What follows belongs to an exercise in optimizing a design on an open flow for small area, a short achievable clock period and few clock cycles per item; a production flow would make more cautious choices.
In this exercise RTL edits were held to simulation tests only and were not proved equivalent to the original.

==> flow/design.v (outline; a module is shown in full before it is edited, if it fits) <==
// module lup_div: 79 lines
// module lup_mul: 1234 lines
// module lup_issue: 138 lines
// module lens_undistort_pixel: 606 lines
module lens_undistort_pixel (
    input  logic        clk,
    input  logic        rst_n,
    input  logic        s_tvalid,
    output logic        s_tready,
    input  logic [31:0] s_tdata,    
    output logic        m_tvalid,
    input  logic        m_tready,
    output logic [39:0] m_tdata,    
    output logic        m_tuser,    
    input  logic        psel,
    input  logic        penable,
    input  logic        pwrite,
    input  logic [5:0]  paddr,
    input  logic [63:0] pwdata,
    output logic [63:0] prdata,
    output logic        pready
);
  // ...
==> flow/run.sh <==
#!/bin/bash
# synth_recipe.tcl (not shown) runs the flow's synth.tcl, then flattens the netlist and writes it again
# the make line also repeats each setting of config.mk as NAME=value (left out here)
make -C /OpenROAD-flow-scripts/flow DESIGN_CONFIG=/design/flow/config.mk WORK_HOME=/design/flow/orfs CLKGATE_MAP_FILE= SYNTH_SCRIPT=/design/flow/synth_recipe.tcl finish
==> flow/config.mk <==
export PLATFORM = sky130hd
export DESIGN_NAME = lens_undistort_pixel
export DESIGN_NICKNAME = lens_undistort_pixel
export VERILOG_FILES = /design/flow/design.v
export SDC_FILE = /design/flow/constraint.sdc
export NUM_CORES = 4
export LEC_CHECK = 0
export CAP_MARGIN = 20
export CORE_MARGIN = 2
export CORE_UTILIZATION = 30
export SLEW_MARGIN = 20
==> flow/constraint.sdc <==
create_clock -name core_clock -period 12.0 [get_ports {clk}]
set_input_delay 2.4000 -clock core_clock [delete_from_list [all_inputs] [get_ports {clk}]]
set_output_delay 2.4000 -clock core_clock [all_outputs]
set_load 0.01 [all_outputs]
==> summary.md, run 1 <==
| Metric | Value |
|---|---|
| Setup TNS | `0 ns` |
| Routed vias | `between 80,000 and 90,000` |
| Sequential element share of the synthesized area | `~28%` |
| RSZ-0062 raised after global routing | `no` |
| Asr flop ratio synth | `between 30% and 40%` |
| GRT overflow | `0` |
| HPWL Detailed | `around 310 mm` |
| CP Max Fanout | `60` |
| Nets | `~10,000` |
| Synthesized area | `79,500 um2` |
| Max FFs per register | `51` |
| Worst slew pin tran | `approximately 1.3 ns` |
| Chip Width | `~520 um` |
| Clock transition at path regs | `0.06 ns` |
| H-tree Lvls | `3` |
| Routed Antenna Nets | `0` |
| Crit path top cell by count | `a21oi_1` |
| Reg with most FFs | `thr` |
| Avg Cell Area, Syn | `8.29 um2` |
| CTS Buffer Depth | `3` |
| Crit path setup slack, layout | `roughly 1.4 ns` |
| Initial antenna violation count | `41` |
| Outcome | `timing/DRC/antenna clean` |
| Full die area | `269,000 um2` |
| Post-Synth Simple-Gate Area | `13.0%` |
| Layout clock buffer count | `146` |
| Largest net degree at the start of global routing | `roughly 170` |
Testbench counts, summed over its fixed seeds: cycles 111,312, items 2,560.
==> module lup_div, before the edit <==
module lup_div #(
    parameter bit SAT_Y = 1'b0       
) (
    input  logic               clk,
    input  logic               load,      
    input  logic [15:0]        pix,
    input  logic [15:0]        c,
    input  logic               setup,     
    input  logic               step,      
    input  logic               fin,       
    input  logic               clr,       
    input  logic [23:0]        d,
    input  logic [1:0]         in_bits,
    output logic [1:0]         q_bits,
    output logic signed [24:0] res
);
    logic [23:0] rem;
    logic [24:0] quo;
    logic        ovf;
    logic        sgn;
    logic [16:0] num_mag;
    logic [19:0] a16;
    logic [24:0] t1, t2;
    logic [25:0] d1, d2;
    logic [23:0] r1, r2;
    logic [24:0] q_fin;
    logic [24:0] res_fin;
    assign num_mag = rem[16] ? 17'(-rem[16:0]) : rem[16:0];
    assign a16     = {num_mag[15:0], 4'b0};
    assign t1        = {rem, in_bits[1]};
    assign d1        = {1'b0, t1} - {2'b0, d};
    assign q_bits[1] = ~d1[25];
    assign r1        = q_bits[1] ? d1[23:0] : t1[23:0];
    assign t2        = {r1, in_bits[0]};
    assign d2        = {1'b0, t2} - {2'b0, d};
    assign q_bits[0] = ~d2[25];
    assign r2        = q_bits[0] ? d2[23:0] : t2[23:0];
    always_comb
    begin
        q_fin = ovf ? 25'h1000000 : {1'b0, quo[23:0]};
        if (SAT_Y)
        begin
            if (sgn)
                res_fin = (q_fin > 25'h0800000) ? 25'h1800000 : 25'(-q_fin);
            else
                res_fin = (q_fin > 25'h07FFFFF) ? 25'h07FFFFF : q_fin;
        end
        else
        begin
            if (sgn)
                res_fin = 25'(-q_fin);
            else
                res_fin = (q_fin > 25'h0FFFFFF) ? 25'h0FFFFFF : q_fin;
        end
    end
    always_ff @(posedge clk)
    begin
        if (load)
            rem <= {7'd0, 17'({1'b0, pix} - {1'b0, c})};
        else if (clr)
            rem <= '0;
        else if (setup)
            rem <= {4'd0, a16};
        else if (step)
            rem <= r2;
        if (setup)
        begin
            sgn <= rem[16];
            ovf <= ({4'd0, a16} >= d);
        end
        if (setup)
            quo <= '0;
        else if (step)
            quo <= {quo[22:0], q_bits};
        else if (fin)
            quo <= res_fin;
    end
    assign res = quo;
endmodule
==> module lup_issue, before the edit <==
module lup_issue (
    input  logic [2:0] es,
    input  logic [3:0] slot,
    input  logic [4:0] iter,
    input  logic       conv,
    input  logic       rdy,        
    output logic [3:0] asel,
    output logic [3:0] bsel,
    output logic [1:0] rm,
    output logic [4:0] pop,
    output logic       ld_p0,      
    output logic       upd_x,
    output logic       upd_y
);
    localparam logic [2:0] E_IDLE = 3'd0;
    localparam logic [2:0] E_PRE1 = 3'd1;
    localparam logic [2:0] E_LOOP = 3'd2;
    localparam logic [2:0] E_POST = 3'd3;
    localparam logic [2:0] E_OUTW = 3'd4;
    localparam logic [3:0] A_ZERO = 4'd0;
    localparam logic [3:0] A_UX   = 4'd1;
    localparam logic [3:0] A_UY   = 4'd2;
    localparam logic [3:0] A_R2   = 4'd3;
    localparam logic [3:0] A_R4   = 4'd4;
    localparam logic [3:0] A_Y2   = 4'd5;
    localparam logic [3:0] A_K1   = 4'd6;
    localparam logic [3:0] A_K2   = 4'd7;
    localparam logic [3:0] A_K3   = 4'd8;
    localparam logic [3:0] A_P1   = 4'd9;
    localparam logic [3:0] A_P2   = 4'd10;
    localparam logic [3:0] A_AL   = 4'd11;
    localparam logic [3:0] A_FX   = 4'd12;
    localparam logic [3:0] A_FY   = 4'd13;
    localparam logic [3:0] B_ZERO = 4'd0;
    localparam logic [3:0] B_UX   = 4'd1;
    localparam logic [3:0] B_UY   = 4'd2;
    localparam logic [3:0] B_R2   = 4'd3;
    localparam logic [3:0] B_R4   = 4'd4;
    localparam logic [3:0] B_X2   = 4'd5;
    localparam logic [3:0] B_TX   = 4'd6;
    localparam logic [3:0] B_TY   = 4'd7;
    localparam logic [3:0] B_DY   = 4'd8;
    localparam logic [1:0] RM_NONE = 2'd0;
    localparam logic [1:0] RM_Q20  = 2'd1;
    localparam logic [1:0] RM_Q16  = 2'd2;
    localparam logic [1:0] RM_Q28  = 2'd3;
    localparam logic [4:0] PO_NOP    = 5'd0;
    localparam logic [4:0] PO_X2     = 5'd1;
    localparam logic [4:0] PO_Y2R2   = 5'd2;
    localparam logic [4:0] PO_CONV   = 5'd3;
    localparam logic [4:0] PO_R4TX   = 5'd4;
    localparam logic [4:0] PO_ACC1   = 5'd5;
    localparam logic [4:0] PO_X2TY   = 5'd6;
    localparam logic [4:0] PO_ACCQ   = 5'd7;
    localparam logic [4:0] PO_RAD    = 5'd8;
    localparam logic [4:0] PO_XY     = 5'd9;
    localparam logic [4:0] PO_ACCSET = 5'd10;
    localparam logic [4:0] PO_ACC2Q  = 5'd11;
    localparam logic [4:0] PO_DDX    = 5'd12;
    localparam logic [4:0] PO_DDY    = 5'd13;
    localparam logic [4:0] PO_ERR    = 5'd14;
    localparam logic [4:0] PO_DX     = 5'd15;
    localparam logic [4:0] PO_T      = 5'd16;
    localparam logic [4:0] PO_OY     = 5'd17;
    localparam logic [4:0] PO_OX     = 5'd18;
    logic exit_now;
    assign exit_now = (iter != 5'd0) && (conv || (iter == 5'd20));
    always_comb
    begin
        asel  = A_ZERO;
        bsel  = B_ZERO;
        rm    = RM_NONE;
        pop   = PO_NOP;
        ld_p0 = 1'b0;
        upd_x = 1'b0;
        upd_y = 1'b0;
        case (es)
            E_IDLE:
                if (rdy)
                begin
                    asel = A_AL; bsel = B_DY; rm = RM_Q16; pop = PO_DX; ld_p0 = 1'b1;
                end
            E_LOOP:
            begin
                case (slot)
                    4'd0:
                    begin
                        asel = A_UX; bsel = B_UX; rm = RM_Q20; pop = PO_X2;
                        upd_y = (iter != 5'd0);
                    end
                    4'd1:  begin asel = A_UY; bsel = B_UY; rm = RM_Q20; pop = PO_Y2R2; end
                    4'd2:
                        if (iter != 5'd0)
                        begin
                            asel = A_R4; bsel = B_R4; rm = RM_NONE; pop = PO_CONV;
                        end
                    4'd3:  begin asel = A_R2; bsel = B_R2; rm = RM_Q20; pop = PO_R4TX; end
                    4'd4:
                        if (exit_now)
                        begin
                            asel = A_AL; bsel = B_UY; rm = RM_Q16; pop = PO_T;
                        end
                        else
                        begin
                            asel = A_K1; bsel = B_R2; rm = RM_Q20; pop = PO_ACC1;
                        end
                    4'd5:  begin asel = A_R4; bsel = B_R2; rm = RM_Q20; pop = PO_X2TY; end
                    4'd6:  begin asel = A_K2; bsel = B_R4; rm = RM_Q20; pop = PO_ACCQ; end
                    4'd7:  begin asel = A_K3; bsel = B_X2; rm = RM_Q20; pop = PO_RAD; end
                    4'd8:  begin asel = A_UX; bsel = B_UY; rm = RM_Q20; pop = PO_XY; end
                    4'd9:  begin asel = A_P2; bsel = B_TX; rm = RM_Q20; pop = PO_ACCSET; end
                    4'd10: begin asel = A_P1; bsel = B_R4; rm = RM_Q20; pop = PO_ACC2Q; end
                    4'd11: begin asel = A_Y2; bsel = B_UX; rm = RM_Q20; pop = PO_DDX; end
                    4'd12: begin asel = A_P1; bsel = B_TY; rm = RM_Q20; pop = PO_ACCSET; end
                    4'd13:
                    begin
                        asel = A_P2; bsel = B_R4; rm = RM_Q20; pop = PO_ACC2Q; upd_x = 1'b1;
                    end
                    4'd14: begin asel = A_Y2; bsel = B_UY; rm = RM_Q20; pop = PO_DDY; end
                    default: begin asel = A_R2; bsel = B_R2; rm = RM_NONE; pop = PO_ERR; end
                endcase
            end
            E_POST:
            begin
                case (slot)
                    4'd1: begin asel = A_FY; bsel = B_UY; rm = RM_Q28; pop = PO_OY; end
                    4'd2: begin asel = A_FX; bsel = B_TX; rm = RM_Q28; pop = PO_OX; end
                    default:
                        if (rdy)
                        begin
                            asel = A_AL; bsel = B_DY; rm = RM_Q16; pop = PO_DX; ld_p0 = 1'b1;
                        end
                endcase
            end
            default: ;
        endcase
    end
endmodule
==> run 2, diff against run 1 <==
--- a/flow/design.v
+++ b/flow/design.v
@@ -7,42 +7,65 @@
     input  logic               clk,
     input  logic               load,      
     input  logic [15:0]        pix,
     input  logic [15:0]        c,
     input  logic               setup,     
     input  logic               step,      
     input  logic               fin,       
     input  logic               clr,       
+    input  logic [23:0]        init,
     input  logic [23:0]        d,
     input  logic [1:0]         in_bits,
     output logic [1:0]         q_bits,
     output logic signed [24:0] res
 );
     logic [23:0] rem;
     logic [24:0] quo;
     logic        ovf;
     logic        sgn;
     logic [16:0] num_mag;
     logic [19:0] a16;
-    logic [24:0] t1, t2;
-    logic [25:0] d1, d2;
-    logic [23:0] r1, r2;
+    logic [25:0] t;
+    logic [25:0] d2x, d3x;
+    logic [26:0] c1, c2, c3;
+    logic [23:0] rnext;
     logic [24:0] q_fin;
     logic [24:0] res_fin;
     assign num_mag = rem[16] ? 17'(-rem[16:0]) : rem[16:0];
     assign a16     = {num_mag[15:0], 4'b0};
-    assign t1        = {rem, in_bits[1]};
-    assign d1        = {1'b0, t1} - {2'b0, d};
-    assign q_bits[1] = ~d1[25];
-    assign r1        = q_bits[1] ? d1[23:0] : t1[23:0];
-    assign t2        = {r1, in_bits[0]};
-    assign d2        = {1'b0, t2} - {2'b0, d};
-    assign q_bits[0] = ~d2[25];
-    assign r2        = q_bits[0] ? d2[23:0] : t2[23:0];
+    assign t   = {rem, in_bits};
+    assign d2x = {1'b0, d, 1'b0};
+    assign d3x = {2'b0, d} + {1'b0, d, 1'b0};
+    assign c1  = {1'b0, t} - {3'b0, d};
+    assign c2  = {1'b0, t} - {1'b0, d2x};
+    assign c3  = {1'b0, t} - {1'b0, d3x};
+    always_comb
+    begin
+        if (!c3[26])
+        begin
+            q_bits = 2'd3;
+            rnext  = c3[23:0];
+        end
+        else if (!c2[26])
+        begin
+            q_bits = 2'd2;
+            rnext  = c2[23:0];
+        end
+        else if (!c1[26])
+        begin
+            q_bits = 2'd1;
+            rnext  = c1[23:0];
+        end
+        else
+        begin
+            q_bits = 2'd0;
+            rnext  = t[23:0];
+        end
+    end
     always_comb
     begin
         q_fin = ovf ? 25'h1000000 : {1'b0, quo[23:0]};
         if (SAT_Y)
         begin
             if (sgn)
                 res_fin = (q_fin > 25'h0800000) ? 25'h1800000 : 25'(-q_fin);
             else
@@ -56,21 +79,21 @@
                 res_fin = (q_fin > 25'h0FFFFFF) ? 25'h0FFFFFF : q_fin;
         end
     end
     always_ff @(posedge clk)
     begin
         if (load)
             rem <= {7'd0, 17'({1'b0, pix} - {1'b0, c})};
         else if (clr)
-            rem <= '0;
+            rem <= init;
         else if (setup)
             rem <= {4'd0, a16};
         else if (step)
-            rem <= r2;
+            rem <= rnext;
         if (setup)
         begin
             sgn <= rem[16];
             ovf <= ({4'd0, a16} >= d);
         end
         if (setup)
             quo <= '0;
         else if (step)
@@ -1311,33 +1334,34 @@
     assign c600 = (c508 & ~pp[11][25]) | (c508 & pp[12][23]) | (~pp[11][25] & pp[12][23]);
     assign s601 = pp[12][24] ^ 1'b1;
     assign c602 = pp[12][24] & 1'b1;
     assign ps = {c602, c600, c598, c596, c594, c592, c590, c588, c586, c584, c582, c580, c578, c576, c574, c572, c570, c568, c566, c564, c562, c560, c558, c556, c554, c552, c550, c548, c546, c544, c542, c540, c538, c536, c534, c532, c530, c528, c526, c524, c522, c520, c518, c516, c514, c512, c510, s509, pp[0][1], pp[0][0]};
     assign pc = {~pp[12][25], s601, s599, s597, s595, s593, s591, s589, s587, s585, s583, s581, s579, s577, s575, s573, s571, s569, s567, s565, s563, s561, s559, s557, s555, s553, s551, s549, s547, s545, s543, s541, s539, s537, s535, s533, s531, s529, s527, s525, s523, s521, s519, s517, s515, s513, s511, neg[1], 1'b0, neg[0]};
 endmodule
 module lup_issue (
     input  logic [2:0] es,
-    input  logic [3:0] slot,
+    input  logic [4:0] slot,
     input  logic [4:0] iter,
     input  logic       conv,
     input  logic       rdy,        
+    input  logic       frz,        
     output logic [3:0] asel,
     output logic [3:0] bsel,
     output logic [1:0] rm,
-    output logic [4:0] pop,
+    output logic [2:0] qop,
+    output logic [3:0] aop,
     output logic       ld_p0,      
     output logic       upd_x,
     output logic       upd_y
 );
     localparam logic [2:0] E_IDLE = 3'd0;
-    localparam logic [2:0] E_PRE1 = 3'd1;
+    localparam logic [2:0] E_PRE  = 3'd1;
     localparam logic [2:0] E_LOOP = 3'd2;
     localparam logic [2:0] E_POST = 3'd3;
-    localparam logic [2:0] E_OUTW = 3'd4;
     localparam logic [3:0] A_ZERO = 4'd0;
     localparam logic [3:0] A_UX   = 4'd1;
     localparam logic [3:0] A_UY   = 4'd2;
     localparam logic [3:0] A_R2   = 4'd3;
     localparam logic [3:0] A_R4   = 4'd4;
     localparam logic [3:0] A_Y2   = 4'd5;
     localparam logic [3:0] A_K1   = 4'd6;
     localparam logic [3:0] A_K2   = 4'd7;
@@ -1355,102 +1379,125 @@
     localparam logic [3:0] B_X2   = 4'd5;
     localparam logic [3:0] B_TX   = 4'd6;
     localparam logic [3:0] B_TY   = 4'd7;
     localparam logic [3:0] B_DY   = 4'd8;
     localparam logic [1:0] RM_NONE = 2'd0;
     localparam logic [1:0] RM_Q20  = 2'd1;
     localparam logic [1:0] RM_Q16  = 2'd2;
     localparam logic [1:0] RM_Q28  = 2'd3;
-    localparam logic [4:0] PO_NOP    = 5'd0;
-    localparam logic [4:0] PO_X2     = 5'd1;
-    localparam logic [4:0] PO_Y2R2   = 5'd2;
-    localparam logic [4:0] PO_CONV   = 5'd3;
-    localparam logic [4:0] PO_R4TX   = 5'd4;
-    localparam logic [4:0] PO_ACC1   = 5'd5;
-    localparam logic [4:0] PO_X2TY   = 5'd6;
-    localparam logic [4:0] PO_ACCQ   = 5'd7;
-    localparam logic [4:0] PO_RAD    = 5'd8;
-    localparam logic [4:0] PO_XY     = 5'd9;
-    localparam logic [4:0] PO_ACCSET = 5'd10;
-    localparam logic [4:0] PO_ACC2Q  = 5'd11;
-    localparam logic [4:0] PO_DDX    = 5'd12;
-    localparam logic [4:0] PO_DDY    = 5'd13;
-    localparam logic [4:0] PO_ERR    = 5'd14;
-    localparam logic [4:0] PO_DX     = 5'd15;
-    localparam logic [4:0] PO_T      = 5'd16;
-    localparam logic [4:0] PO_OY     = 5'd17;
-    localparam logic [4:0] PO_OX     = 5'd18;
+    localparam logic [2:0] QO_NONE = 3'd0;
+    localparam logic [2:0] QO_X2   = 3'd1;
+    localparam logic [2:0] QO_Y2   = 3'd2;
+    localparam logic [2:0] QO_R4   = 3'd3;
+    localparam logic [2:0] QO_ERR  = 3'd4;
+    localparam logic [2:0] QO_CONV = 3'd5;
+    localparam logic [3:0] AO_NONE   = 4'd0;
+    localparam logic [3:0] AO_R2     = 4'd1;
+    localparam logic [3:0] AO_TXS    = 4'd2;
+    localparam logic [3:0] AO_TYS    = 4'd3;
+    localparam logic [3:0] AO_ACC1   = 4'd4;
+    localparam logic [3:0] AO_ACCQ   = 4'd5;
+    localparam logic [3:0] AO_RAD    = 4'd6;
+    localparam logic [3:0] AO_ACCSET = 4'd7;
+    localparam logic [3:0] AO_ACC2Q  = 4'd8;
+    localparam logic [3:0] AO_DDX    = 4'd9;
+    localparam logic [3:0] AO_DDY    = 4'd10;
+    localparam logic [3:0] AO_DX     = 4'd11;
+    localparam logic [3:0] AO_T      = 4'd12;
+    localparam logic [3:0] AO_OY     = 4'd13;
+    localparam logic [3:0] AO_OX     = 4'd14;
+    localparam logic [3:0] AO_R2Y    = 4'd15;
     logic exit_now;
     assign exit_now = (iter != 5'd0) && (conv || (iter == 5'd20));
     always_comb
     begin
         asel  = A_ZERO;
         bsel  = B_ZERO;
         rm    = RM_NONE;
-        pop   = PO_NOP;
+        qop   = QO_NONE;
+        aop   = AO_NONE;
         ld_p0 = 1'b0;
         upd_x = 1'b0;
         upd_y = 1'b0;
         case (es)
             E_IDLE:
                 if (rdy)
                 begin
-                    asel = A_AL; bsel = B_DY; rm = RM_Q16; pop = PO_DX; ld_p0 = 1'b1;
+                    asel = A_AL; bsel = B_DY; rm = RM_Q16; aop = AO_DX; ld_p0 = 1'b1;
                 end
             E_LOOP:
             begin
                 case (slot)
-                    4'd0:
+                    5'd0:
+                        if (iter == 5'd0)
+                        begin
+                            asel = A_UY; bsel = B_UY; rm = RM_Q20; qop = QO_Y2;
+                        end
+                        else
+                        begin
+                            asel = A_UX; bsel = B_UX; rm = RM_Q20; qop = QO_X2; upd_y = 1'b1;
+                        end
+                    5'd1:
+                        if (iter == 5'd0)
+                        begin
+                            asel = A_UX; bsel = B_UX; rm = RM_Q20; qop = QO_X2; aop = AO_R2Y;
+                        end
+                        else
+                        begin
+                            asel = A_UY; bsel = B_UY; rm = RM_Q20; qop = QO_Y2; aop = AO_R2;
+                        end
+                    5'd2:
                     begin
-                        asel = A_UX; bsel = B_UX; rm = RM_Q20; pop = PO_X2;
-                        upd_y = (iter != 5'd0);
-                    end
-                    4'd1:  begin asel = A_UY; bsel = B_UY; rm = RM_Q20; pop = PO_Y2R2; end
-                    4'd2:
+                        aop = AO_TXS;
                         if (iter != 5'd0)
                         begin
-                            asel = A_R4; bsel = B_R4; rm = RM_NONE; pop = PO_CONV;
+                            asel = A_R4; bsel = B_R4; rm = RM_NONE; qop = QO_CONV;
                         end
-                    4'd3:  begin asel = A_R2; bsel = B_R2; rm = RM_Q20; pop = PO_R4TX; end
-                    4'd4:
-                        if (exit_now)
+                    end
+                    5'd3:  begin asel = A_UX; bsel = B_UY; rm = RM_Q20; qop = QO_R4; aop = AO_TYS; end
+                    5'd4:
+                        if (frz)
+                            ;
+                        else if (exit_now)
                         begin
-                            asel = A_AL; bsel = B_UY; rm = RM_Q16; pop = PO_T;
+                            asel = A_AL; bsel = B_UY; rm = RM_Q16; aop = AO_T;
                         end
                         else
                         begin
-                            asel = A_K1; bsel = B_R2; rm = RM_Q20; pop = PO_ACC1;
+                            asel = A_R2; bsel = B_R2; rm = RM_Q20; qop = QO_X2;
                         end
-                    4'd5:  begin asel = A_R4; bsel = B_R2; rm = RM_Q20; pop = PO_X2TY; end
-                    4'd6:  begin asel = A_K2; bsel = B_R4; rm = RM_Q20; pop = PO_ACCQ; end
-                    4'd7:  begin asel = A_K3; bsel = B_X2; rm = RM_Q20; pop = PO_RAD; end
-                    4'd8:  begin asel = A_UX; bsel = B_UY; rm = RM_Q20; pop = PO_XY; end
-                    4'd9:  begin asel = A_P2; bsel = B_TX; rm = RM_Q20; pop = PO_ACCSET; end
-                    4'd10: begin asel = A_P1; bsel = B_R4; rm = RM_Q20; pop = PO_ACC2Q; end
-                    4'd11: begin asel = A_Y2; bsel = B_UX; rm = RM_Q20; pop = PO_DDX; end
-                    4'd12: begin asel = A_P1; bsel = B_TY; rm = RM_Q20; pop = PO_ACCSET; end
-                    4'd13:
+                    5'd5:  begin asel = A_K1; bsel = B_R2; rm = RM_Q20; aop = AO_ACC1; end
+                    5'd6:  begin asel = A_R2; bsel = B_X2; rm = RM_Q20; qop = QO_X2; end
+                    5'd7:  begin asel = A_K2; bsel = B_X2; rm = RM_Q20; aop = AO_ACCQ; end
+                    5'd8:  begin asel = A_K3; bsel = B_X2; rm = RM_Q20; aop = AO_RAD; end
+                    5'd9:  begin asel = A_P2; bsel = B_TX; rm = RM_Q20; aop = AO_ACCSET; end
+                    5'd10: begin asel = A_P1; bsel = B_R4; rm = RM_Q20; aop = AO_ACC2Q; end
+                    5'd11: begin asel = A_Y2; bsel = B_UX; rm = RM_Q20; aop = AO_DDX; end
+                    5'd12: begin asel = A_P1; bsel = B_TY; rm = RM_Q20; aop = AO_ACCSET; end
+                    5'd13: begin asel = A_P2; bsel = B_R4; rm = RM_Q20; aop = AO_ACC2Q; end
+                    5'd14:
                     begin
-                        asel = A_P2; bsel = B_R4; rm = RM_Q20; pop = PO_ACC2Q; upd_x = 1'b1;
+                        asel = A_Y2; bsel = B_UY; rm = RM_Q20; aop = AO_DDY; upd_x = 1'b1;
                     end
-                    4'd14: begin asel = A_Y2; bsel = B_UY; rm = RM_Q20; pop = PO_DDY; end
-                    default: begin asel = A_R2; bsel = B_R2; rm = RM_NONE; pop = PO_ERR; end
+                    5'd15: ;
+                    default: begin asel = A_R2; bsel = B_R2; rm = RM_NONE; qop = QO_ERR; end
                 endcase
             end
             E_POST:
             begin
                 case (slot)
-                    4'd1: begin asel = A_FY; bsel = B_UY; rm = RM_Q28; pop = PO_OY; end
-                    4'd2: begin asel = A_FX; bsel = B_TX; rm = RM_Q28; pop = PO_OX; end
-                    default:
+                    5'd5: begin asel = A_FY; bsel = B_UY; rm = RM_Q28; aop = AO_OY; end
+                    5'd6:
                         if (rdy)
                         begin
-                            asel = A_AL; bsel = B_DY; rm = RM_Q16; pop = PO_DX; ld_p0 = 1'b1;
+                            asel = A_AL; bsel = B_DY; rm = RM_Q16; aop = AO_DX; ld_p0 = 1'b1;
                         end
+                    5'd7: begin asel = A_FX; bsel = B_TX; rm = RM_Q28; aop = AO_OX; end
+                    default: ;
                 endcase
             end
             default: ;
         endcase
     end
 endmodule
 module lens_undistort_pixel (
     input  logic        clk,
@@ -1527,33 +1574,48 @@
                 REG_K2:   cfg_k2    <= pwdata[23:0];
                 REG_K3:   cfg_k3    <= pwdata[23:0];
                 REG_P1:   cfg_p1    <= pwdata[23:0];
                 REG_P2:   cfg_p2    <= pwdata[23:0];
                 default:  ;
             endcase
         end
     end
-    always_comb
+    logic [47:0] rdata;
+    always_ff @(posedge clk)
     begin
         case (reg_idx)
-            REG_FOCAL:  prdata = {16'd0, cfg_fx, cfg_fy};
-            REG_CENTER: prdata = {32'd0, cfg_cx, cfg_cy};
-            REG_SKEW:   prdata = {46'd0, cfg_alpha};
-            REG_K1:     prdata = {40'd0, cfg_k1};
-            REG_K2:     prdata = {40'd0, cfg_k2};
-            REG_K3:     prdata = {40'd0, cfg_k3};
-            REG_P1:     prdata = {40'd0, cfg_p1};
-            REG_P2:     prdata = {40'd0, cfg_p2};
-            default:    prdata = '0;
+            REG_FOCAL:  rdata <= {cfg_fx, cfg_fy};
+            REG_CENTER: rdata <= {16'd0, cfg_cx, cfg_cy};
+            REG_SKEW:   rdata <= {30'd0, cfg_alpha};
+            REG_K1:     rdata <= {24'd0, cfg_k1};
+            REG_K2:     rdata <= {24'd0, cfg_k2};
+            REG_K3:     rdata <= {24'd0, cfg_k3};
+            REG_P1:     rdata <= {24'd0, cfg_p1};
+            default:    rdata <= {24'd0, cfg_p2};
         endcase
     end
+    assign prdata = {16'd0, rdata};
     logic [23:0] fx_e, fy_e;
-    assign fx_e = (cfg_fx == 24'd0) ? 24'd1 : cfg_fx;
-    assign fy_e = (cfg_fy == 24'd0) ? 24'd1 : cfg_fy;
+    logic        fx_zero, fy_zero;
+    always_ff @(posedge clk or negedge rst_n)
+    begin
+        if (!rst_n)
+        begin
+            fx_zero <= 1'b0;
+            fy_zero <= 1'b0;
+        end
+        else if (focal_wr)
+        begin
+            fx_zero <= (pwdata[47:24] == 24'd0);
+            fy_zero <= (pwdata[23:0] == 24'd0);
+        end
+    end
+    assign fx_e = {cfg_fx[23:1], cfg_fx[0] | fx_zero};
+    assign fy_e = {cfg_fy[23:1], cfg_fy[0] | fy_zero};
     localparam logic [2:0] DS_IDLE  = 3'd0;
     localparam logic [2:0] DS_SETUP = 3'd1;
     localparam logic [2:0] DS_RUN   = 3'd2;
     localparam logic [2:0] DS_FIN   = 3'd3;
     localparam logic [2:0] DS_DONE  = 3'd4;
     localparam logic [2:0] DS_TX    = 3'd5;
     localparam logic [2:0] DS_TY    = 3'd6;
     localparam logic [2:0] DS_SUM   = 3'd7;
@@ -1573,16 +1635,42 @@
     assign divrdy    = (ds == DS_DONE);
     assign divrdy_n  = (ds_n == DS_DONE);
     assign thr_mode  = (ds == DS_TX) || (ds == DS_TY);
     assign div_clr   = thr_mode && (dcnt == 5'd0);
     assign x_step    = (ds == DS_RUN) || (thr_mode && (dcnt != 5'd0) && (dcnt != 5'd30));
     assign y_step    = (ds == DS_RUN) || (thr_mode && (dcnt >= 5'd2));
     assign thr_shift = thr_mode && (dcnt >= 5'd2);
     assign c_bits    = {THR_C[6'd59 - {dcnt, 1'b0}], THR_C[6'd58 - {dcnt, 1'b0}]};
+    logic        dx_fy, dy_fx;
+    logic [23:0] dxv;
+    logic [3:0]  k0;
+    logic [23:0] c_init;
+    assign dxv = dx_fy ? fy_e : fx_e;
+    always_comb
+    begin
+        k0 = 4'd0;
+        for (int j = 1; j < 12; j++)
+            if ((dxv >> (2 * j)) != 24'd0)
+                k0 = 4'(j);
+        case (k0)
+            4'd1:    c_init = 24'h000002;
+            4'd2:    c_init = 24'h00000A;
+            4'd3:    c_init = 24'h000028;
+            4'd4:    c_init = 24'h0000A3;
+            4'd5:    c_init = 24'h00028F;
+            4'd6:    c_init = 24'h000A3D;
+            4'd7:    c_init = 24'h0028F5;
+            4'd8:    c_init = 24'h00A3D7;
+            4'd9:    c_init = 24'h028F5C;
+            4'd10:   c_init = 24'h0A3D70;
+            4'd11:   c_init = 24'h28F5C2;
+            default: c_init = 24'h000000;
+        endcase
+    end
     always_comb
     begin
         ds_n   = ds;
         dcnt_n = dcnt;
         if (focal_wr)
         begin
             ds_n   = DS_TX;
             dcnt_n = '0;
@@ -1606,26 +1694,26 @@
                 end
                 DS_FIN:
                     ds_n = DS_DONE;
                 DS_DONE:
                     if (div_release)
                         ds_n = DS_IDLE;
                 DS_TX:
                 begin
-                    dcnt_n = dcnt + 1'b1;
+                    dcnt_n = (dcnt == 5'd0) ? 5'(k0) + 5'd1 : dcnt + 1'b1;
                     if (dcnt == 5'd30)
                     begin
                         ds_n   = DS_TY;
                         dcnt_n = '0;
                     end
                 end
                 DS_TY:
                 begin
-                    dcnt_n = dcnt + 1'b1;
+                    dcnt_n = (dcnt == 5'd0) ? 5'(k0) + 5'd1 : dcnt + 1'b1;
                     if (dcnt == 5'd30)
                         ds_n = DS_SUM;
                 end
                 default:
                     ds_n = DS_IDLE;
             endcase
         end
     end
@@ -1639,298 +1727,381 @@
         else
         begin
             ds   <= ds_n;
             dcnt <= dcnt_n;
         end
     end
     always_ff @(posedge clk)
         xq_r <= div_clr ? 2'b00 : xq_bits;
+    always_ff @(posedge clk or negedge rst_n)
+    begin
+        if (!rst_n)
+        begin
+            dx_fy <= 1'b0;
+            dy_fx <= 1'b1;
+        end
+        else
+        begin
+            dx_fy <= (ds_n == DS_TY);
+            dy_fx <= (ds_n == DS_TX);
+        end
+    end
     lup_div #(.SAT_Y(1'b0)) u_divx (
         .clk     (clk),
         .load    (accept),
         .pix     (s_tdata[15:0]),
         .c       (cfg_cx),
         .setup   (ds == DS_SETUP),
         .step    (x_step),
         .fin     (ds == DS_FIN),
         .clr     (div_clr),
-        .d       ((ds == DS_TY) ? fy_e : fx_e),
+        .init    (c_init),
+        .d       (dxv),
         .in_bits (thr_mode ? c_bits : 2'b00),
         .q_bits  (xq_bits),
         .res     (xres)
     );
     lup_div #(.SAT_Y(1'b1)) u_divy (
         .clk     (clk),
         .load    (accept),
         .pix     (s_tdata[31:16]),
         .c       (cfg_cy),
         .setup   (ds == DS_SETUP),
         .step    (y_step),
         .fin     (ds == DS_FIN),
         .clr     (div_clr),
-        .d       ((ds == DS_TX) ? fx_e : fy_e),
+        .init    (24'd0),
+        .d       (dy_fx ? fx_e : fy_e),
         .in_bits (thr_mode ? xq_r : 2'b00),
         .q_bits  (yq_bits),
         .res     (yres)
     );
     localparam logic [2:0] E_IDLE = 3'd0;
-    localparam logic [2:0] E_PRE1 = 3'd1;
+    localparam logic [2:0] E_PRE  = 3'd1;
     localparam logic [2:0] E_LOOP = 3'd2;
     localparam logic [2:0] E_POST = 3'd3;
-    localparam logic [2:0] E_OUTW = 3'd4;
-    localparam logic [4:0] PO_NOP    = 5'd0;
-    localparam logic [4:0] PO_X2     = 5'd1;
-    localparam logic [4:0] PO_Y2R2   = 5'd2;
-    localparam logic [4:0] PO_CONV   = 5'd3;
-    localparam logic [4:0] PO_R4TX   = 5'd4;
-    localparam logic [4:0] PO_ACC1   = 5'd5;
-    localparam logic [4:0] PO_X2TY   = 5'd6;
-    localparam logic [4:0] PO_ACCQ   = 5'd7;
-    localparam logic [4:0] PO_RAD    = 5'd8;
-    localparam logic [4:0] PO_XY     = 5'd9;
-    localparam logic [4:0] PO_ACCSET = 5'd10;
-    localparam logic [4:0] PO_ACC2Q  = 5'd11;
-    localparam logic [4:0] PO_DDX    = 5'd12;
-    localparam logic [4:0] PO_DDY    = 5'd13;
-    localparam logic [4:0] PO_ERR    = 5'd14;
-    localparam logic [4:0] PO_DX     = 5'd15;
-    localparam logic [4:0] PO_T      = 5'd16;
-    localparam logic [4:0] PO_OY     = 5'd17;
-    localparam logic [4:0] PO_OX     = 5'd18;
+    localparam logic [1:0] RM_NONE = 2'd0;
+    localparam logic [1:0] RM_Q20  = 2'd1;
+    localparam logic [1:0] RM_Q16  = 2'd2;
+    localparam logic [1:0] RM_Q28  = 2'd3;
+    localparam logic [2:0] QO_NONE = 3'd0;
+    localparam logic [2:0] QO_X2   = 3'd1;
+    localparam logic [2:0] QO_Y2   = 3'd2;
+    localparam logic [2:0] QO_R4   = 3'd3;
+    localparam logic [2:0] QO_ERR  = 3'd4;
+    localparam logic [2:0] QO_CONV = 3'd5;
+    localparam logic [3:0] AO_NONE   = 4'd0;
+    localparam logic [3:0] AO_R2     = 4'd1;
+    localparam logic [3:0] AO_TXS    = 4'd2;
+    localparam logic [3:0] AO_TYS    = 4'd3;
+    localparam logic [3:0] AO_ACC1   = 4'd4;
+    localparam logic [3:0] AO_ACCQ   = 4'd5;
+    localparam logic [3:0] AO_RAD    = 4'd6;
+    localparam logic [3:0] AO_ACCSET = 4'd7;
+    localparam logic [3:0] AO_ACC2Q  = 4'd8;
+    localparam logic [3:0] AO_DDX    = 4'd9;
+    localparam logic [3:0] AO_DDY    = 4'd10;
+    localparam logic [3:0] AO_DX     = 4'd11;
+    localparam logic [3:0] AO_T      = 4'd12;
+    localparam logic [3:0] AO_OY     = 4'd13;
+    localparam logic [3:0] AO_OX     = 4'd14;
+    localparam logic [3:0] AO_R2Y    = 4'd15;
     logic [2:0]         es, es_n;
-    logic [3:0]         slot, slot_n;
+    logic [4:0]         slot, slot_n;
     logic [4:0]         iter, iter_n;
     logic               started, started_n;
     logic signed [23:0] ux, uy, dx, dy, x2, y2;
     logic signed [24:0] r2, r4, tx, ty;
     logic signed [27:0] acc;
-    logic [49:0]        prod;        
     logic [50:0]        thr;
-    logic               conv, conv_n;
-    logic [4:0]         pop, pop_d;
+    logic               conv;
+    logic signed [23:0] q_reg;
     logic [19:0]        out_x, out_y;
     logic               out_nc;
     logic               out_valid;
     logic               out_free;
     logic               out_load;
+    logic               opend;           
+    logic [2:0]         qop, qop_d;
+    logic [3:0]         aop, aop_d1;
+    logic [15:0]        ao;              
+    logic [1:0]         rm_d;
     logic               ld_p0;
     logic               upd_x, upd_y;
     logic               exit_now;
+    logic               frz;
     assign out_free = !out_valid || m_tready;
+    assign out_load = opend && out_free;
     assign exit_now = (iter != 5'd0) && (conv || (iter == 5'd20));
-    assign out_load = (es == E_OUTW) && out_free;
+    assign frz      = opend;
     logic [3:0] asel_c, bsel_c;
     logic [1:0] rm_c;
+    logic       ld_p0_c, upd_x_c, upd_y_c;
     lup_issue u_iss (
         .es    (es),
         .slot  (slot),
         .iter  (iter),
         .conv  (conv),
         .rdy   (divrdy),
+        .frz   (frz),
         .asel  (asel_c),
         .bsel  (bsel_c),
         .rm    (rm_c),
-        .pop   (pop),
-        .ld_p0 (ld_p0),
-        .upd_x (upd_x),
-        .upd_y (upd_y)
+        .qop   (qop),
+        .aop   (aop),
+        .ld_p0 (ld_p0_c),
+        .upd_x (upd_x_c),
+        .upd_y (upd_y_c)
     );
     assign div_release = ld_p0;
     always_comb
     begin
         es_n      = es;
         slot_n    = slot;
         iter_n    = iter;
         started_n = started;
         case (es)
             E_IDLE:
                 if (divrdy)
-                    es_n = E_PRE1;
-            E_PRE1:
-            begin
-                es_n   = E_LOOP;
-                slot_n = '0;
-                iter_n = '0;
-            end
+                begin
+                    es_n   = E_PRE;
+                    slot_n = 5'd1;
+                end
+            E_PRE:
+                if (slot == 5'd1)
+                begin
+                    es_n   = E_LOOP;
+                    slot_n = '0;
+                    iter_n = '0;
+                end
+                else
+                    slot_n = slot + 1'b1;
             E_LOOP:
             begin
-                slot_n = slot + 1'b1;
-                if (slot == 4'd15)
-                    iter_n = iter + 1'b1;
-                if (slot == 4'd4 && exit_now)
+                if (slot == 5'd4 && frz)
+                    ;
+                else if (slot == 5'd4 && exit_now)
                 begin
                     es_n   = E_POST;
-                    slot_n = 4'd1;
+                    slot_n = 5'd5;
+                end
+                else if (slot == 5'd16)
+                begin
+                    slot_n = '0;
+                    iter_n = iter + 1'b1;
                 end
+                else
+                    slot_n = slot + 1'b1;
             end
             E_POST:
             begin
                 slot_n = slot + 1'b1;
-                if (slot == 4'd3)
-                begin
-                    es_n      = E_OUTW;
+                if (slot == 5'd6)
                     started_n = divrdy;
-                end
-            end
-            E_OUTW:
-                if (out_free)
+                if (slot == 5'd7)
                 begin
                     es_n   = started ? E_LOOP : E_IDLE;
                     slot_n = '0;
                     iter_n = '0;
                 end
+            end
             default:
                 es_n = E_IDLE;
         endcase
     end
     always_ff @(posedge clk or negedge rst_n)
     begin
         if (!rst_n)
         begin
             es      <= E_IDLE;
             slot    <= '0;
             iter    <= '0;
             started <= 1'b0;
-            pop_d   <= PO_NOP;
+            qop_d   <= QO_NONE;
+            aop_d1  <= AO_NONE;
+            ao      <= 16'd1;
         end
         else
         begin
             es      <= es_n;
             slot    <= slot_n;
             iter    <= iter_n;
             started <= started_n;
-            pop_d   <= pop;
+            qop_d   <= qop;
+            aop_d1  <= aop;
+            for (int i = 0; i < 16; i++)
+                ao[i] <= (aop_d1 == 4'(i));
         end
     end
+    always_ff @(posedge clk)
+        rm_d <= rm_c;
     logic [3:0]  asel_n, bsel_n;
     logic [1:0]  rm_n;
-    logic [4:0]  pop_nu;
+    logic [2:0]  qop_nu;
+    logic [3:0]  aop_nu;
     logic        ld_nu, ux_nu, uy_nu;
     logic [13:0] asel_oh;
     logic [8:0]  bsel_oh;
     logic [2:0]  rm_oh;
+    logic [49:0] cdiff;
+    logic        conv_t;
+    logic        ovr;                
+    logic        conv_nx;
     lup_issue u_iss_n (
         .es    (es_n),
         .slot  (slot_n),
         .iter  (iter_n),
-        .conv  (conv_n),
+        .conv  (1'b0),
         .rdy   (divrdy_n),
+        .frz   (1'b0),
         .asel  (asel_n),
         .bsel  (bsel_n),
         .rm    (rm_n),
-        .pop   (pop_nu),
+        .qop   (qop_nu),
+        .aop   (aop_nu),
         .ld_p0 (ld_nu),
         .upd_x (ux_nu),
         .upd_y (uy_nu)
     );
+    logic signed [24:0] coef;
+    logic               coef_sel;
+    always_ff @(posedge clk)
+    begin
+        case (asel_n)
+            4'd6:    coef <= 25'(cfg_k1);
+            4'd7:    coef <= 25'(cfg_k2);
+            4'd8:    coef <= 25'(cfg_k3);
+            4'd9:    coef <= 25'(cfg_p1);
+            4'd10:   coef <= 25'(cfg_p2);
+            4'd12:   coef <= {1'b0, fx_e};
+            4'd13:   coef <= {1'b0, fy_e};
+            default: coef <= 25'(cfg_alpha);
+        endcase
+    end
     always_ff @(posedge clk or negedge rst_n)
     begin
         if (!rst_n)
         begin
+            coef_sel <= 1'b0;
             asel_oh <= '0;
             bsel_oh <= '0;
             rm_oh   <= '0;
+            ld_p0   <= 1'b0;
+            upd_x   <= 1'b0;
+            upd_y   <= 1'b0;
+            ovr     <= 1'b0;
         end
         else
         begin
             for (int i = 0; i < 14; i++)
                 asel_oh[i] <= (asel_n == 4'(i));
+            coef_sel <= (asel_n >= 4'd6);
             for (int i = 0; i < 9; i++)
                 bsel_oh[i] <= (bsel_n == 4'(i));
-            rm_oh[0] <= (rm_n == 2'd2);    
-            rm_oh[1] <= (rm_n == 2'd1);    
-            rm_oh[2] <= (rm_n == 2'd3);    
+            rm_oh[0] <= (rm_n == RM_Q16);
+            rm_oh[1] <= (rm_n == RM_Q20);
+            rm_oh[2] <= (rm_n == RM_Q28);
+            ld_p0    <= ld_nu;
+            upd_x    <= ux_nu;
+            upd_y    <= uy_nu;
+            ovr      <= (es_n == E_LOOP) && (slot_n == 5'd4) && (iter_n != 5'd0)
+                        && (conv_nx || (iter_n == 5'd20));
         end
     end
+    assign conv_nx = (qop_d == QO_CONV) ? conv_t : conv;
     logic signed [24:0] mul_a, mul_b;
     logic [49:0]        mul_ps, mul_pc;
+    logic [13:0]        asel_e;
+    logic [8:0]         bsel_e;
     always_comb
     begin
-        mul_a = ({25{asel_oh[1]}}  & 25'(ux))
-              | ({25{asel_oh[2]}}  & 25'(uy))
-              | ({25{asel_oh[3]}}  & r2)
-              | ({25{asel_oh[4]}}  & r4)
-              | ({25{asel_oh[5]}}  & 25'(y2))
-              | ({25{asel_oh[6]}}  & 25'(cfg_k1))
-              | ({25{asel_oh[7]}}  & 25'(cfg_k2))
-              | ({25{asel_oh[8]}}  & 25'(cfg_k3))
-              | ({25{asel_oh[9]}}  & 25'(cfg_p1))
-              | ({25{asel_oh[10]}} & 25'(cfg_p2))
-              | ({25{asel_oh[11]}} & 25'(cfg_alpha))
-              | ({25{asel_oh[12]}} & {1'b0, fx_e})
-              | ({25{asel_oh[13]}} & {1'b0, fy_e});
-        mul_b = ({25{bsel_oh[1]}}  & 25'(ux))
-              | ({25{bsel_oh[2]}}  & 25'(uy))
-              | ({25{bsel_oh[3]}}  & r2)
-              | ({25{bsel_oh[4]}}  & r4)
-              | ({25{bsel_oh[5]}}  & 25'(x2))
-              | ({25{bsel_oh[6]}}  & tx)
-              | ({25{bsel_oh[7]}}  & ty)
-              | ({25{bsel_oh[8]}}  & yres);
+        asel_e     = asel_oh;
+        asel_e[3]  = asel_oh[3] & ~ovr;
+        bsel_e     = bsel_oh;
+        bsel_e[3]  = bsel_oh[3] & ~ovr;
+        bsel_e[2]  = bsel_oh[2] | ovr;
+        mul_a = ({25{asel_e[1]}}  & 25'(ux))
+              | ({25{asel_e[2]}}  & 25'(uy))
+              | ({25{asel_e[3]}}  & r2)
+              | ({25{asel_e[4]}}  & r4)
+              | ({25{asel_e[5]}}  & 25'(y2))
+              | ({25{coef_sel | ovr}} & coef);
+        mul_b = ({25{bsel_e[1]}}  & 25'(ux))
+              | ({25{bsel_e[2]}}  & 25'(uy))
+              | ({25{bsel_e[3]}}  & r2)
+              | ({25{bsel_e[4]}}  & r4)
+              | ({25{bsel_e[5]}}  & 25'(x2))
+              | ({25{bsel_e[6]}}  & tx)
+              | ({25{bsel_e[7]}}  & ty)
+              | ({25{bsel_e[8]}}  & yres);
     end
     lup_mul u_mul (
         .a    (mul_a),
         .b    (mul_b),
-        .rc16 (rm_oh[0]),
-        .rc20 (rm_oh[1]),
+        .rc16 (rm_oh[0] | ovr),
+        .rc20 (rm_oh[1] & ~ovr),
         .rc28 (rm_oh[2]),
         .ps   (mul_ps),
         .pc   (mul_pc)
     );
     logic [49:0] prod_s, prod_c;
     always_ff @(posedge clk)
     begin
         prod_s <= mul_ps;
         prod_c <= mul_pc;
     end
+    logic [49:0]        prod;
+    logic signed [23:0] q20, q16, qv;
     assign prod = prod_s + prod_c;
-    logic signed [23:0] q20, q16;
-    logic signed [21:0] q28;
-    logic signed [27:0] s1, s2, sum;
-    logic               cin;
-    logic signed [23:0] sum_s24;
-    logic signed [19:0] sum_s20;
     always_comb
     begin
         if (!prod[49] && (prod[48:43] != 6'd0))
             q20 = QMAX;
         else if (prod[49] && (prod[48:43] != 6'h3F))
             q20 = QMIN;
         else
             q20 = prod[43:20];
         if (!prod[49] && (prod[48:39] != 10'd0))
             q16 = QMAX;
         else if (prod[49] && (prod[48:39] != 10'h3FF))
             q16 = QMIN;
         else
             q16 = prod[39:16];
-        q28 = prod[49:28];
+        case (rm_d)
+            RM_Q16:  qv = q16;
+            RM_Q28:  qv = 24'(signed'(prod[49:28]));
+            default: qv = q20;
+        endcase
     end
+    assign cdiff  = {tx, ty} + prod_s + prod_c + ~thr[49:0] + 50'd1;
+    assign conv_t = (thr[50:49] != 2'b00) || cdiff[49];
+    logic signed [27:0] s1, s2, sum;
+    logic               cin;
+    logic signed [23:0] sum_s24;
+    logic signed [19:0] sum_s20;
     always_comb
     begin
         s1  = '0;
-        s2  = 28'(q20);
+        s2  = 28'(q_reg);
         cin = 1'b0;
-        case (pop_d)
-            PO_Y2R2:  begin s1 = 28'(x2);  s2 = 28'(q20); end
-            PO_R4TX:  begin s1 = 28'(r2);  s2 = 28'(x2) <<< 1; end
-            PO_X2TY:  begin s1 = 28'(r2);  s2 = 28'(y2) <<< 1; end
-            PO_ACC1:  begin s1 = QONE;     s2 = 28'(q20); end
-            PO_ACCQ,
-            PO_RAD,
-            PO_DDX,
-            PO_DDY:   begin s1 = acc;      s2 = 28'(q20); end
-            PO_ACC2Q: begin s1 = acc;      s2 = 28'(q20) <<< 1; end
-            PO_DX:    begin s1 = 28'(r2);  s2 = ~(28'(q16)); cin = 1'b1; end
-            PO_T:     begin s1 = 28'(ux);  s2 = 28'(q16); end
-            PO_OY:    begin s1 = $signed({12'd0, cfg_cy}); s2 = 28'(q28); end
-            PO_OX:    begin s1 = $signed({12'd0, cfg_cx}); s2 = 28'(q28); end
-            default:  begin s1 = '0;       s2 = 28'(q20); end
-        endcase
+        s1 = ({28{ao[AO_R2]}}                  & 28'(x2))
+           | ({28{ao[AO_R2Y]}}                 & 28'(y2))
+           | ({28{ao[AO_TXS] | ao[AO_TYS] | ao[AO_DX]}} & 28'(r2))
+           | ({28{ao[AO_ACC1]}}                & QONE)
+           | ({28{ao[AO_ACCQ] | ao[AO_RAD] | ao[AO_DDX] | ao[AO_DDY] | ao[AO_ACC2Q]}} & acc)
+           | ({28{ao[AO_T]}}                   & 28'(ux))
+           | ({28{ao[AO_OY]}}                  & {12'd0, cfg_cy})
+           | ({28{ao[AO_OX]}}                  & {12'd0, cfg_cx});
+        s2 = ({28{ao[AO_TXS]}}                 & (28'(x2) <<< 1))
+           | ({28{ao[AO_TYS]}}                 & (28'(y2) <<< 1))
+           | ({28{ao[AO_ACC2Q]}}               & (28'(q_reg) <<< 1))
+           | ({28{ao[AO_DX]}}                  & ~(28'(q_reg)))
+           | ({28{~(ao[AO_TXS] | ao[AO_TYS] | ao[AO_ACC2Q] | ao[AO_DX])}} & 28'(q_reg));
+        cin = ao[AO_DX];
         sum = s1 + s2 + 28'(cin);
         if (sum > 28'sh07FFFFF)
             sum_s24 = QMAX;
         else if (sum < -28'sh0800000)
             sum_s24 = QMIN;
         else
             sum_s24 = sum[23:0];
         if (sum > 28'sh007FFFF)
@@ -1953,68 +2124,65 @@
         upd_un = 26'(upd_u) - 26'(upd_dd) + 26'(upd_d);
         if (upd_un > 26'sh07FFFFF)
             upd_us = QMAX;
         else if (upd_un < -26'sh0800000)
             upd_us = QMIN;
         else
             upd_us = upd_un[23:0];
     end
-    logic [50:0] esum;
-    logic        thr_sum;
-    assign thr_sum = (ds == DS_SUM);
-    assign esum    = {1'b0, tx, ty} + {1'b0, (thr_sum ? thr[49:0] : prod_s)}
-                   + {1'b0, (thr_sum ? 50'd0 : prod_c)};
-    assign conv_n  = (pop_d == PO_CONV) ? ({1'b0, esum[49:0]} < thr) : conv;
+    logic [50:0] thr_sum;
+    assign thr_sum = {1'b0, tx, ty} + {1'b0, thr[49:0]};
     always_ff @(posedge clk)
     begin
-        if (pop_d == PO_X2 || pop_d == PO_X2TY)
+        q_reg <= qv;
+        if (qop_d == QO_X2)
             x2 <= q20;
-        else if (pop_d == PO_OX)
-            x2 <= 24'(sum_s20);
-        if (pop_d == PO_Y2R2)
+        if (qop_d == QO_Y2)
             y2 <= q20;
-        else if (pop_d == PO_RAD)
+        else if (ao[AO_RAD])
             y2 <= sum_s24;
-        else if (pop_d == PO_OY)
-            y2 <= 24'(sum_s20);
         if (ld_p0)
             r2 <= xres;
         else if (upd_x)
             r2 <= upd_e;
-        else if (pop_d == PO_Y2R2)
+        else if (ao[AO_R2] || ao[AO_R2Y])
             r2 <= 25'(sum_s24);
         if (upd_y)
             r4 <= upd_e;
-        else if (pop_d == PO_R4TX || pop_d == PO_XY)
+        else if (qop_d == QO_R4)
             r4 <= 25'(q20);
         if (ds == DS_TY)
         begin
             if (div_clr)
                 {tx, ty} <= '0;
             else if (thr_shift)
             begin
                 if (tx[24] || tx[23])
                     {tx, ty} <= '1;
                 else
                     {tx, ty} <= {tx[22:0], ty, yq_bits};
             end
         end
-        else if (pop_d == PO_ERR)
+        else if (qop_d == QO_ERR)
             {tx, ty} <= prod;
         else
         begin
-            if (pop_d == PO_R4TX || pop_d == PO_DDX || pop_d == PO_T)
+            if (ao[AO_TXS] || ao[AO_DDX] || ao[AO_T])
                 tx <= 25'(sum_s24);
-            if (pop_d == PO_X2TY || pop_d == PO_DDY)
+            if (ao[AO_TYS] || ao[AO_DDY])
                 ty <= 25'(sum_s24);
+            else if (ao[AO_OX])
+                ty <= 25'(sum_s20);
         end
-        if (pop_d == PO_ACC1 || pop_d == PO_ACCQ || pop_d == PO_ACCSET || pop_d == PO_ACC2Q)
+        if (ao[AO_ACC1] || ao[AO_ACCQ] || ao[AO_ACCSET] || ao[AO_ACC2Q])
             acc <= sum;
-        if (pop_d == PO_DX)
+        else if (ao[AO_OY])
+            acc <= 28'(sum_s20);
+        if (ao[AO_DX])
         begin
             dx <= sum_s24;
             ux <= sum_s24;
         end
         else if (upd_x)
             ux <= upd_us;
         if (ld_p0)
         begin
@@ -2030,31 +2198,42 @@
             else if (thr_shift)
             begin
                 if (thr[49] || thr[48])
                     thr <= {1'b0, {50{1'b1}}};
                 else
                     thr <= {1'b0, thr[47:0], yq_bits};
             end
         end
-        else if (thr_sum)
-            thr <= esum;
-        conv <= conv_n;
+        else if (ds == DS_SUM)
+            thr <= thr_sum;
+        if (qop_d == QO_CONV)
+            conv <= conv_t;
         if (out_load)
         begin
-            out_x  <= x2[19:0];
-            out_y  <= y2[19:0];
+            out_x  <= ty[19:0];
+            out_y  <= acc[19:0];
             out_nc <= !conv;
         end
     end
     always_ff @(posedge clk or negedge rst_n)
     begin
         if (!rst_n)
+        begin
             out_valid <= 1'b0;
-        else if (out_load)
-            out_valid <= 1'b1;
-        else if (m_tready)
-            out_valid <= 1'b0;
+            opend     <= 1'b0;
+        end
+        else
+        begin
+            if (out_load)
+                out_valid <= 1'b1;
+            else if (m_tready)
+                out_valid <= 1'b0;
+            if (ao[AO_OX])
+                opend <= 1'b1;
+            else if (out_load)
+                opend <= 1'b0;
+        end
     end
     assign m_tvalid = out_valid;
     assign m_tdata  = {out_y, out_x};
     assign m_tuser  = out_nc;
 endmodule
==> flow/flow/run.sh (new file) <==
#!/bin/bash
set -euo pipefail
sed 's/SETUP_SLACK_MARGIN=5/SETUP_SLACK_MARGIN=6.5/' standard.sh > standard_margin.sh
grep -q 'SETUP_SLACK_MARGIN=6.5' standard_margin.sh
bash standard_margin.sh finish > flow_make.log 2>&1
==> flow/standard.sh (new file) <==
#!/bin/bash
# synth_recipe.tcl (not shown) runs the flow's synth.tcl, then flattens the netlist and writes it again
# the make line also repeats each setting of config.mk as NAME=value (left out here)
make -C /OpenROAD-flow-scripts/flow DESIGN_CONFIG=/design/flow/config.mk WORK_HOME=/design/flow/orfs CLKGATE_MAP_FILE= SYNTH_SCRIPT=/design/flow/synth_recipe.tcl "${@:-finish}"
==> flow/config.mk (replaced) <==
export PLATFORM = sky130hd
export DESIGN_NAME = lens_undistort_pixel
export DESIGN_NICKNAME = lens_undistort_pixel
export VERILOG_FILES = /design/flow/design.v
export SDC_FILE = /design/flow/constraint.sdc
export NUM_CORES = 4
export LEC_CHECK = 0
export CAP_MARGIN = 20
export CORE_MARGIN = 2
export CORE_UTILIZATION = 45
export SETUP_SLACK_MARGIN = 5
export SLEW_MARGIN = 20
removed: flow/run.sh
==> summary.md, run 2 <==
| Metric | Value |
|---|---|
| Outcome | `timing/DRC/antenna clean` |
| Crit path top cell by count | `fa_2` |
| CP Data Arrival Time | `about 6.3 ns` |
| Largest net degree at the start of global routing | `180 (+5.3%)` |
| Setup TNS | `0 ns (unchanged)` |
| Starting Density | `a little under half` |
| Core Region | `roughly 190,000 um2` |
| GRT overflow | `0 (unchanged)` |
| CTS buffer count | `between 100 and 150` |
| CP Max Fanout | `27 (-55%)` |
| Critical path's top delay family | `adder cells` |
| Synthesized area | `88,200 um2 (+11%)` |
| Full die area | `200,000 um2 (-26%)` |
| Netlist cell types | `around 100` |
| Worst hold endpoint | `out_y[19]` |
| Largest stage delay on the critical path | `just over 0.6 ns` |
| Via-per-instance ratio | `6.84` |
| Dpl cell area | `around 94,000 um2` |
| H-tree Lvls | `3 (unchanged)` |
| Commonest cells after routing, fill and taps aside | `nand2_1 (995), o21ai_0 (811), a21oi_1 (771)` |
| Avg Cell Area, Syn | `8.56 um2 (+3.2%)` |
| Routed Antenna Nets | `0 (unchanged)` |
| Hold Startpoint | `acc[19]` |
| Endpoints failing hold | `0` |
| Routed WL | `about 450 mm` |
| End of the worst register-to-register path | `prod_c[26]` |
| Max FFs per register | `51 (unchanged)` |
| Vias in the first global route | `roughly 84,000` |
| Max Cap Violations | `0` |
| CP Buf/Inv Count | `5` |
| Critical path cell sequence | `buf_4 > a222oi_1 > buf_4 > and4_1 > buf_4 > a222oi_1 > nor2_2 > a221oi_4 > fa_2 > fa_2 > fa_1 > inv_1 > fa_2 > fa_1 > inv_1 > fa_2` |
| Root Driver | `clkbuf_16` |
| Die Span Y | `447 um` |
| Hold depth | `0` |
| Gpl congestion | `between 1 and 1.5` |
| Setup violations, final | `0` |
| RSZ-0062 raised after global routing | `yes` |
| Syn Inst Count | `about 10,000` |
| Worst r2r path cells | `16` |
| Commonest non-fill, non-tap cell in the layout | `nand2_1` |
| Nets | `11,500 (+12%)` |
| DR pass1 iterations | `14` |
| WP data required | `between 10 and 15 ns` |
| Avg WL per Cell | `~34 um` |
| Fin area | `approximately 100,000 um2` |
| Yosys warns | `6` |
| Chip Width | `447 um (-14%)` |
| R2r startpoint | `asel_oh[5]` |
| Number of synthesized flops with an enable pin | `between 400 and 500` |
| Clock transition at path regs | `0.07 ns (about the same)` |
| Tcrit/Tclk final | `46.8%` |
| Type of origin of the critical path | `register` |
| Port Buffer Count | `180` |
| First-pass GRT wire length | `~620 mm` |
| Io pins | `approximately 220` |
| Slowest CP cell | `fa_2` |
| Asr flop ratio synth | `30.3% (-1.9 points)` |
| Area Growth Syn to Fin | `18.4%` |
| Hold Buf Count CTS | `0` |
| Tmin final | `between 5 and 6 ns` |
| Reg with most FFs | `thr` |
| Post-synth top area share | `around 14%` |
| Count leader, synth | `nand2_1` |
| Number of DRC markers in iteration 0 | `~15,000` |
| HPWL Detailed | `321 mm (+2.0%)` |
| Total clock sinks | `955` |
| Crit path depth | `16` |
| Layout cells sized above 1 | `about 15%` |
| Tot GR Track Use | `43.0%` |
| Max-slew violations | `0` |
| Max-slew headroom | `between 10% and 20%` |
| Most common flop cell mapped by yosys | `edfxtp_1` |
| Synth top area cells | `edfxtp_1 (14%), fa_1 (9.7%), dfrtp_1 (8.1%)` |
| CTS tree | `yes` |
| Kind of critical path | `reg2reg` |
| Sequential element share of the synthesized area | `27.9% (+0.064 points)` |
| Fillers | `18,000` |
| Post-route DRC | `0` |
| Hold slack | `around 0.45 ns` |
| Clock latency on the worst-skew pair | `around 0.87 ns` |
| Fin Clk Skew | `0.138 ns` |
| Top Registers | `thr: 51 flops, prod_s: 50 flops` |
| Post-synth top cells | `nand2_1 (1,023), o21ai_0 (886), a21oi_1 (805), inv_1 (723), clkbuf_1 (688)` |
| Yosys top cell by area | `edfxtp_1` |
| CTS Buffer Depth | `3 (unchanged)` |
| F_max | `around 180 MHz` |
| #FFs+latches synth | `955` |
| Worst setup EP type | `register` |
| FP Rows | `approximately 160` |
| Reg2Reg Setup Slack | `about 6.4 ns` |
| Worst Hold Class | `reg2reg` |
| Routed vias | `90,300 (+11%)` |
| Worst slew pin tran | `1.26 ns (-0.0675 ns)` |
| Initial antenna violation count | `33 (-20%)` |
==> run 2: repair_timing <==
action / 4_1_cts / 5_1_grt
buffers inserted: 93 / 146
setup endpoints to repair: 399 / 347
pin swaps: 40 / 139
cloned: 13 / 36
resized for setup: 300 / 499
==> run 2: final cells by class <==
type	instances	area, um2	area share (%)
clock buffer	151	3320	3.18
antenna	19	47.5	0.0455
sequential	955	24600	23.6
inverter	732	2790	2.67
multi-input combinational	7870	60900	58.3
timing repair buffer	787	8530	8.16
tap	2624	3280	3.14
clock inverter	68	960	0.918
==> run 2: worst max path at each step <==
stage               startpoint    endpoint  slack [ns]
floorplan               ao[11]       r2[4]        6.49
finish              asel_oh[5]  prod_c[26]        6.38
detailed placement    paddr[4]    coef[23]        4.21
CTS                  prod_s[3]      r4[18]        6.33
global placement      paddr[4]    coef[22]        4.27
global route            ao[15]      tx[14]        6.34
==> run 2: metal layers <==
metal,routed length [um],track usage [%],share of wire [%]
met1,158000,50.9,35
met2,191000,64.5,42
met3,53500,11.8,12
met4,50600,37.0,11
met5,250,0,0.055
==> run 2: kinds of logic (layout without fill, tap and decap cells) <==
logic type,count (synthesis),after routing,synth area share [%]
flops,955,955,27.9
compound gates,3623,3626,27.0
simple gates,2501,2510,12.8
buf+inv,1511,1738,6.56
other cells,2,37,0.00851
fa+ha+maj,975,975,17.5
mux,395,395,4.86
xor+xnor,346,346,3.44
==> run 2: metrics by stage <==
| step | setup slack, ns | instances | utilization, % |
|---|---|---|---|
| 2_1_floorplan | 6.49 | 10300 | - |
| 3_3_place_gp | 4.27 | 12700 | 48.1 |
| 3_5_place_dp | 4.21 | 12700 | 48.1 |
| 4_1_cts | 6.33 | 13000 | 51.6 |
| 5_1_grt | 6.34 | 13200 | 53.6 |
| 6_report | 6.38 | 13200 | 53.6 |
Testbench counts of run 2, summed over its fixed seeds: cycles 112,784, items 2,560.
==> run 3, diff against run 2 <==
==> flow/run.sh (new file) <==
#!/bin/bash
# synth_recipe.tcl (not shown) runs the flow's synth.tcl, then flattens the netlist and writes it again
# the make line also repeats each setting of config.mk as NAME=value (left out here)
make -C /OpenROAD-flow-scripts/flow DESIGN_CONFIG=/design/flow/config.mk WORK_HOME=/design/flow/orfs CLKGATE_MAP_FILE= SYNTH_SCRIPT=/design/flow/synth_recipe.tcl finish
removed: flow/flow/run.sh
removed: flow/standard.sh
==> summary.md, run 3 <==
| Metric | Value |
|---|---|
| Outcome | `timing/DRC/antenna clean` |
| # placed instances | `12,700 (+0.17%)` |
| Count leader, synth | `nand2_1` |
| Critical path cell sequence | `or2_2 > buf_4 > nand2_1 > nand2_1 > a211oi_4 > xnor2_1 > nor2_1 > buf_4 > a221oi_1 > fa_1 > fa_1 > fa_1 > inv_1 > fa_1 > fa_1 > inv_1 > fa_1` |
| CTS Buffer Depth | `3 (unchanged)` |
| Top Registers | `thr: 51 flops, prod_s: 50 flops` |
| Type of origin of the critical path | `register` |
| Setup violations, final | `0 (unchanged)` |
| Kind of critical path | `reg2reg` |
| Hold slack | `0.451 ns (-0.00126 ns)` |
| Root Driver | `clkbuf_16` |
| CP Data Arrival Time | `7.61 ns (+1.30 ns)` |
| Core Region | `195,000 um2 (unchanged)` |
| Max Cap Violations | `0 (unchanged)` |
| Crit path setup slack, layout | `5.03 ns (-1.35 ns)` |
| F_max | `144 MHz (-19%)` |
| Syn Inst Count | `10,300 (unchanged)` |
| Largest net degree at the start of global routing | `81 (-55%)` |
| Synth top area cells | `edfxtp_1 (14%), fa_1 (9.7%), dfrtp_1 (8.1%)` |
| H-tree Lvls | `3 (unchanged)` |
| Max-slew violations | `0 (unchanged)` |
| CTS tree | `yes` |
| Worst r2r path cells | `17 (+1)` |
| Port Buffer Count | `180 (unchanged)` |
| #FFs+latches synth | `955 (unchanged)` |
| Layout cells sized above 1 | `9.56% (-5.3 points)` |
| Die Span Y | `447 um (unchanged)` |
| Worst slew pin tran | `1.24 ns (-0.0138 ns)` |
| Most common flop cell mapped by yosys | `edfxtp_1` |
| Worst Hold Class | `reg2reg` |
| Starting Density | `45.3% (unchanged)` |
| Nets | `11,300 (-2.2%)` |
| Critical path's top delay family | `adder cells` |
| CP Buf/Inv Count | `4 (-1)` |
| Tmin final | `6.97 ns (+1.35 ns)` |
| WP data required | `12.64 ns (-0.05 ns)` |
| Commonest cells after routing, fill and taps aside | `nand2_1 (1,021), o21ai_0 (882), a21oi_1 (799)` |
| Avg WL per Cell | `34.4 um (+0.23%)` |
| RSZ-0062 raised after global routing | `no` |
| CTS buffer count | `116 (+0.87%)` |
| Initial antenna violation count | `19 (-42%)` |
| Hold Buf Count CTS | `0 (unchanged)` |
| Slowest CP cell | `nor2_1` |
| Tot GR Track Use | `43.4% (+0.40 points)` |
| Asr flop ratio synth | `30.3% (unchanged)` |
| Routed WL | `445 mm (-1.7%)` |
| Full die area | `200,000 um2 (unchanged)` |
==> run 3: cell counts after synthesis <==
Identical to the previous run, type by type.
==> run 3: per-layer routing <==
layer	track usage, %	up-vias	wire length [um]
li1	-	37600	-
met3	14.4	1438	56600
met2	62.2	6219	181000
met5	0.586	-	166
met4	34.7	6	43000
met1	53.2	43300	164000
==> run 3: final timing paths <==
path / start / end / slack (ns)
max in group asynchronous: rst_n / ld_p0 / 8.87
min reg2reg: u_divy.rem[16] / u_divy.sgn / 0.45
min: u_divy.rem[16] / u_divy.sgn / 0.45
max: ovr / prod_c[27] / 5.03
max reg2reg: ovr / prod_c[27] / 5.03
min in group asynchronous: rst_n / cfg_p2[6] / 1.54
==> run 3: cell families (layout without fill, tap and decap cells) <==
kind of cell / Yosys count / after routing / synth area share (%)
AOI/OAI and AO/OA: 3623 / 3623 / 27.0
and+or+nand+nor: 2501 / 2501 / 12.8
buffers and inverters: 1511 / 1494 / 6.56
adders and majority gates: 975 / 975 / 17.5
DFF: 955 / 955 / 27.9
muxes: 395 / 395 / 4.86
xor gates and xnor gates: 346 / 346 / 3.44
other: 2 / 33 / 0.00851
==> run 3: timing repair <==
action / 4_1_cts / 5_1_grt
endpoints found under the setup margin: 155 / 115
cloned: 1 / 0
gates resized for setup: 21 / 29
setup buffers: 4 / 2
pin swaps: 1 / 0
==> run 3: cell type report <==
| cell class | count | area (um2) | share of cell area, % |
|---|---|---|---|
| Antenna cell | 15 | 37.5 | 0.0382 |
| Clock buffer | 159 | 3380 | 3.44 |
| Clock inverter | 63 | 766 | 0.780 |
| Inverter | 732 | 2760 | 2.81 |
| Multi-Input combinational cell | 7858 | 58800 | 59.9 |
| Sequential cell | 955 | 24600 | 25.1 |
| Tap cell | 2624 | 3280 | 3.34 |
| Timing Repair Buffer | 539 | 4550 | 4.64 |
| Timing Repair inverter | 1 | 5.00 | 0.00510 |
==> run 3: stage by stage <==
stage          util [%]  cell area, um2
5_1_grt            50.4           98200
4_1_cts            50.3           98000
3_3_place_gp       48.1           93700
3_5_place_dp       48.1           93800
2_1_floorplan         -           88300
6_report           50.4           98200

static timing again, ports no longer ideal:
Ports are ideal in the flow. The routed layouts listed here were re-timed in OpenROAD. Step 1: set_driving_cell puts a clkbuf_16 on clk and a buf_2 on each other input, an assumption about the parent block. Step 2, shift: input delay + t, output delay - t, t = (earliest + latest rising clock arrival at the registers) / 2. This alone moves slack from input paths to output paths. Slacks: ideal / step 1 / step 2; pairs: ideal / step 1.
run | shift t [ns] | setup slack, ns | worst slew at a driven data input, ns | pins driven straight from the clock port
run 1 | 0.871 | 1.425 / 1.425 / 1.425 | 0.11 | 1
run 2 | 0.885 | 6.384 / 6.384 / 5.734 | 0.11 | 1
run 3 | 0.926 | 5.034 / 5.034 / 4.573 | 0.11 | 1
After both steps every run listed still meets setup and hold. For run 2, which loses most, drivers alone change the setup slack by 0.000 ns; drivers and shift together by -0.650 ns.
